From an optimization exercise on the open Yosys and OpenROAD flow, aimed at small area, a short achievable clock period and few clock cycles; shortcuts taken in it are not production practice.
At most, simulation tests tie the RTL to the original design; equivalence was not proved.

==> inputs of run F <==
Design systolic_ws_stream, start of the top module:
module systolic_ws_stream (
    input  logic        clk,
    input  logic        rst,
    input  logic        start_i,
    input  logic        reuse_w_i,
    input  logic        w_valid_i,
    input  logic [31:0] w_data_i,
    output logic        w_ready_o,
    input  logic        a_valid_i,
    input  logic [31:0] a_data_i,
    input  logic        a_last_i,
    output logic        a_ready_o,
    output logic        o_valid_o,
    output logic [71:0] o_data_o,
    output logic        busy_o,
    output logic        done_o
);
clock: 7.0 ns
lec_check: 0
cap_margin: 20
core_margin: 2
core_utilization: 40
setup_slack_margin: 4.5
slew_margin: 20
synth_hierarchical: 1
run.sh (not shown) runs the stock make flow with config.mk's settings and CLKGATE_MAP_FILE= SYNTH_SCRIPT=/design/flow/synth_recipe.tcl, a recipe that flattens the netlist after the stock synthesis.
==> run R: changes against run F <==
- SETUP_SLACK_MARGIN: 4.5 -> 4.0
==> qor summary <==
quantity                                                                               run F                     run R
Worst setup path start                                                wgt_q[11][0]$_DFFE_PP_         twoN_q[7]$_DFF_P_
Share of final layout cell area taken by clock buffers and inverters                 0.05063                   0.05520
Largest net degree at the start of global routing                                         66                        48
R2R setup slack                                                                      4.36 ns                   4.03 ns
Critical Path Stages                                                                       6                         5
Fmax achieved                                                                     0.3795 GHz                0.3366 GHz
Outcome                                                     no timing/DRC/antenna violations  no timing/DRC/antenna violations
Number of vias after detailed routing                                                  26340                     25110
Met2 GRT Util                                                                         0.3268                    0.3187
Critical-path cell with the highest stage delay                        sky130_fd_sc_hd__fa_1  sky130_fd_sc_hd__dfxtp_1
Signed area change from the synthesized netlist to the final layout                   25.02%                    12.65%
Initial antenna violation count                                                           14                        12
Met1 Wirelength                                                                     48.48 mm                  47.60 mm
Placed cell areas                                                              0.04139 sq mm             0.04136 sq mm
Number of buffers and inverters on the critical path                                       1                         0
Minimum hold slack                                                                 0.3239 ns                 0.3239 ns
Reg-to-Reg End                                                         cut1c3_p5_2_q$_DFF_P_     cut1c2_p9_4_q$_DFF_P_
Worst endpoint data arrival time                                                     3.14 ns                   3.48 ns
Function was not checked in any run of this note: the RTL went through the layout flow alone.

==> xenon: inputs <==
systolic_ws_stream, a different RTL version from the one above (not shown whole).
==> flow/config.mk <==
export PLATFORM = sky130hd
export DESIGN_NAME = systolic_ws_stream
export DESIGN_NICKNAME = systolic_ws_stream
export VERILOG_FILES = /design/flow/design.v
export SDC_FILE = /design/flow/constraint.sdc
export NUM_CORES = 4
export LEC_CHECK = 0
export CAP_MARGIN = 20
export CORE_MARGIN = 2
export CORE_UTILIZATION = 40
export CTS_CLUSTER_DIAMETER = 120
export CTS_CLUSTER_SIZE = 25
export SETUP_SLACK_MARGIN = 4.43
export SLEW_MARGIN = 20
export SYNTH_HIERARCHICAL = 1
==> flow/constraint.sdc <==
create_clock -name core_clock -period 7.0 [get_ports {clk}]
set_input_delay 1.4000 -clock core_clock [delete_from_list [all_inputs] [get_ports {clk}]]
set_output_delay 1.4000 -clock core_clock [all_outputs]
set_load 0.01 [all_outputs]
standard.sh (not shown) runs the stock make flow with config.mk's settings and CLKGATE_MAP_FILE= SYNTH_SCRIPT=/design/flow/synth_recipe.tcl, a recipe that flattens the netlist after the stock synthesis.
==> flow/flow/run.sh <==
#!/bin/bash
# Own layout flow: the standard ORFS flow (standard.sh, which also runs the
# standard synthesis unchanged), with one change: the buffers that ORFS puts on
# every input and output port are sky130_fd_sc_hd__buf_2 cells instead of the
# delay buffers it picks by default. Each make run logs to its own file here.
set -euo pipefail
bash standard.sh synth > synth.log 2>&1
bash standard.sh "BUFFER_PORTS_ARGS=-buffer_cell sky130_fd_sc_hd__buf_2" finish > layout.log 2>&1
==> inputs of delta, as changes to xenon <==
SETUP_SLACK_MARGIN = 4.47   (was 4.43)
==> notes <==
Global-route usage is about the same in xenon and delta. Sequential share of layout area is about the same in delta and xenon. In core utilization, delta and xenon hardly differ. In count of clock-buffer cells in the layout, xenon and delta do not differ.
==> figures <==
quantity	xenon	delta
Router iterations before antenna repair	8	6
Result of the run	finished clean	finished clean
Vias in the first global route	25,523	25,511
R2R cell count	4	5
Total track usage	20.4%	20.4%
Met2 capacity usage during global routing	32.3%	32.4%
Area taken by flip-flops and latches	15,700 um2	15,800 um2
Multi-input combinational area share	53.7%	53.7%
Routed vias	24,481	24,342
Max incr delay on CP	0.38 ns	0.40 ns
Hold WS	0.328 ns	0.326 ns
Share of the core filled with cells	42.9%	42.9%
Testbench counts of xenon, summed over its fixed seeds: cycles 4,679.
Testbench counts of delta, summed over its fixed seeds: cycles 4,679.

## port drivers added, routing unchanged
No port has a modelled driver above. Below, the same layouts with a new extraction and two added sets of constraints. Step 1, drivers: a clkbuf_16 drives clk and a buf_2 each remaining input, both assumed. Step 2, shift: input delay + t, output delay - t, t = (earliest + latest rising clock arrival at the registers) / 2. This alone moves slack from input paths to output paths. Slacks: ideal / step 1 / step 2; pairs: ideal / step 1.
run | shift t [ns] | setup WS [ns] | worst register clock-pin slew, ns | pins driven straight from the clock port
run F | 0.703 | 4.365 / 4.351 / 3.884 | 0.07 / 0.07 | 1
run R | 0.704 | 4.030 / 4.000 / 3.382 | 0.07 / 0.07 | 1
xenon | 0.659 | 4.488 / 4.419 / 4.162 | 0.12 / 0.12 | 1
delta | 0.656 | 4.493 / 4.425 / 4.181 | 0.12 / 0.12 | 1
After both steps every run listed still meets setup and hold. The setup slack of run R, which loses most, moves by -0.030 ns with the drivers and by -0.648 ns with both steps.
